Context: an optimization exercise on an open-source flow, tuned for small area. The choices shown serve that exercise and are no tape-out recipe.
The RTL was checked by simulation tests, not by an equivalence proof against the original design.
Power figures rest on the tool's default switching activity, not on a simulated workload.

// map_controller
module map_controller
(
  input  logic       clock_50,
  input  logic       resetn,
  input  logic       init,
  output logic       busy,
  input  logic [4:0] map_x,
  input  logic [4:0] map_y,
  output logic [2:0] sprite_type,
  input  logic       wr_en,
  input  logic [4:0] wr_x,
  input  logic [4:0] wr_y,
  input  logic [2:0] wr_type,
  output logic       wr_ack,
  output logic       wr_err,
  output logic [8:0] orbs_left,
  output logic       level_clear
);
==> flow/config.mk <==
export PLATFORM = sky130hd
export DESIGN_NAME = map_controller
export DESIGN_NICKNAME = map_controller
export VERILOG_FILES = /design/flow/design.v
export SDC_FILE = /design/flow/constraint.sdc
export NUM_CORES = 4
export LEC_CHECK = 0
export CAP_MARGIN = 20
export CORE_MARGIN = 2
export CORE_UTILIZATION = 60
export CTS_CLUSTER_DIAMETER = 100
export CTS_CLUSTER_SIZE = 25
export SLEW_MARGIN = 20
export SYNTH_HIERARCHICAL = 1
export SYNTH_MINIMUM_KEEP_SIZE = 0
==> flow/constraint.sdc <==
create_clock -name core_clock -period 40.0 [get_ports {clock_50}]
set_input_delay 8.0000 -clock core_clock [delete_from_list [all_inputs] [get_ports {clock_50}]]
set_output_delay 8.0000 -clock core_clock [all_outputs]
set_load 0.01 [all_outputs]
run.sh (not shown) runs the stock make flow with config.mk's settings and CLKGATE_MAP_FILE= SYNTH_SCRIPT=/design/flow/synth_recipe.tcl, a recipe that flattens the netlist after the stock synthesis.
Then changed:
--- a/flow/design.v
+++ b/flow/design.v
@@ -205,14 +205,19 @@
     endcase
   end
   assign w_bus = r_busy ? w_def_grp : w_wd;
   assign w_we  = r_busy || (r_wrst && w_wnow) || (w_accept && w_wnow && !w_row20);
   for (genvar m = 0; m < 10; m++) begin : g_pair
     for (genvar k = 0; k < NGX; k++) begin : g_col
+      logic       w_en;
+      logic [6:0] w_d;
+      assign w_en = w_we && w_wy[2*m+1] && w_wgx[k];
+      map_slot_mux u_mux (.i_en(w_en), .i_en_n(!w_en), .i_bus(w_bus),
+                          .i_pair(r_pair[m*NGX+k]), .o_d(w_d));
       always_ff @(posedge clock_50) begin
-        r_slot[m*NGX+k] <= (w_we && w_wy[2*m+1] && w_wgx[k]) ? w_bus : r_pair[m*NGX+k];
+        r_slot[m*NGX+k] <= w_d;
         r_pair[m*NGX+k] <= r_slot[m*NGX+k];
       end
     end
   end
   for (genvar k = 0; k < NGX; k++) begin : g_row20
     always_ff @(posedge clock_50)
@@ -225,21 +230,17 @@
   logic [8:0] w_orbs_nxt;
   assign w_p_last = (r_ip == 2'd2);
   assign w_g_last = w_p_last && (r_igx == 3'd6);
   assign w_done   = w_g_last && (r_iy == 5'd20);
   assign w_rd_ok  = (map_x <= 5'd20) && (map_y <= 5'd20);
   always_comb begin
-    w_orbs_nxt = r_orbs;
-    if (r_busy) begin
-      w_orbs_nxt = (r_iy == 5'd0) ? 9'd0 : r_orbs + {8'd0, w_def_orb};
-    end else if (r_wrst) begin
-      if (is_orb(w_old) && !is_orb(wr_type))
-        w_orbs_nxt = r_orbs - 9'd1;
-      else if (!is_orb(w_old) && is_orb(wr_type))
-        w_orbs_nxt = r_orbs + 9'd1;
-    end
+    logic w_inc, w_dec;
+    w_inc = r_busy ? w_def_orb : (r_wrst && !is_orb(w_old) && is_orb(wr_type));
+    w_dec = !r_busy && r_wrst && is_orb(w_old) && !is_orb(wr_type);
+    w_orbs_nxt = r_orbs + {{8{w_dec}}, w_inc || w_dec};
+    if (r_busy && r_iy == 5'd0) w_orbs_nxt = 9'd0;
   end
   always_ff @(posedge clock_50)
     r_old <= w_wport;
   always_ff @(posedge clock_50 or negedge resetn) begin
     if (!resetn) begin
       r_busy   <= 1'b1;
@@ -296,13 +297,45 @@
 )
 (
   input  logic [7*N-1:0] i_d,
   input  logic [N-1:0]   i_sel,
   output logic [6:0]     o_d
 );
+  localparam int N3 = N / 3;
+  localparam int NT = N3 + ((N % 3) != 0 ? 1 : 0);
+  logic [6:0] w_t [0:NT-1];
+  for (genvar i = 0; i < N3; i++) begin : g_aoi
+    map_aoi3 u_aoi (.i_d(i_d[i*21 +: 21]), .i_sel(i_sel[i*3 +: 3]), .o_n(w_t[i]));
+  end
+  if (N % 3 == 1) begin : g_rest1
+    assign w_t[N3] = ~({7{i_sel[N-1]}} & i_d[(N-1)*7 +: 7]);
+  end else if (N % 3 == 2) begin : g_rest2
+    assign w_t[N3] = ~(({7{i_sel[N-2]}} & i_d[(N-2)*7 +: 7]) |
+                       ({7{i_sel[N-1]}} & i_d[(N-1)*7 +: 7]));
+  end
   always_comb begin
-    o_d = '0;
-    for (int k = 0; k < N; k++)
-      o_d = o_d | ({7{i_sel[k]}} & i_d[k*7 +: 7]);
+    o_d = '1;
+    for (int i = 0; i < NT; i++)
+      o_d = o_d & w_t[i];
+    o_d = ~o_d;
   end
 endmodule
+module map_aoi3
+(
+  input  logic [20:0] i_d,
+  input  logic [2:0]  i_sel,
+  output logic [6:0]  o_n
+);
+  assign o_n = ~(({7{i_sel[0]}} & i_d[0 +: 7]) | ({7{i_sel[1]}} & i_d[7 +: 7]) |
+                 ({7{i_sel[2]}} & i_d[14 +: 7]));
+endmodule
+module map_slot_mux
+(
+  input  logic       i_en,
+  input  logic       i_en_n,
+  input  logic [6:0] i_bus,
+  input  logic [6:0] i_pair,
+  output logic [6:0] o_d
+);
+  assign o_d = ({7{i_en}} & i_bus) | ({7{i_en_n}} & i_pair);
+endmodule
 `default_nettype wire
Outcome: The new run finished clean; clock-buffer cell count goes up by 1; power decreases by 0.89%; setup slack degrades by 910 ps; non-clock buffer count rises by 3; final area fell by 3.7%.

port drivers added, routing unchanged:
The results above use ideal ports. As a check the final layouts listed here were re-extracted and re-timed, cells and wires unchanged.
Step 1 assumes that a clkbuf_16 drives the clock port and a buf_2 every other input.
Step 2, shift: input delay + t, output delay - t, t = (earliest + latest rising clock arrival at the registers) / 2. This alone moves slack from input paths to output paths.
Slacks: ideal / step 1 / step 2; pairs: ideal / step 1.
| run | shift t [ns] | slack for setup (ns) | hold WS [ns] | slew at the worst register clock pin (ns) | worst slew at a driven data input, ns |
|---|---|---|---|---|---|
| the first run | 0.716 | 24.128 / 24.165 / 23.450 | 0.344 / 0.344 / 0.344 | 0.11 / 0.11 | 0.07 |
| the second run | 0.710 | 23.221 / 23.265 / 22.555 | 0.335 / 0.335 / 0.335 | 0.11 / 0.11 | 0.05 |
After both steps setup and hold are still met in every run listed. The setup slack of the first run, which loses most, moves by +0.037 ns with the drivers and by -0.678 ns with both steps.
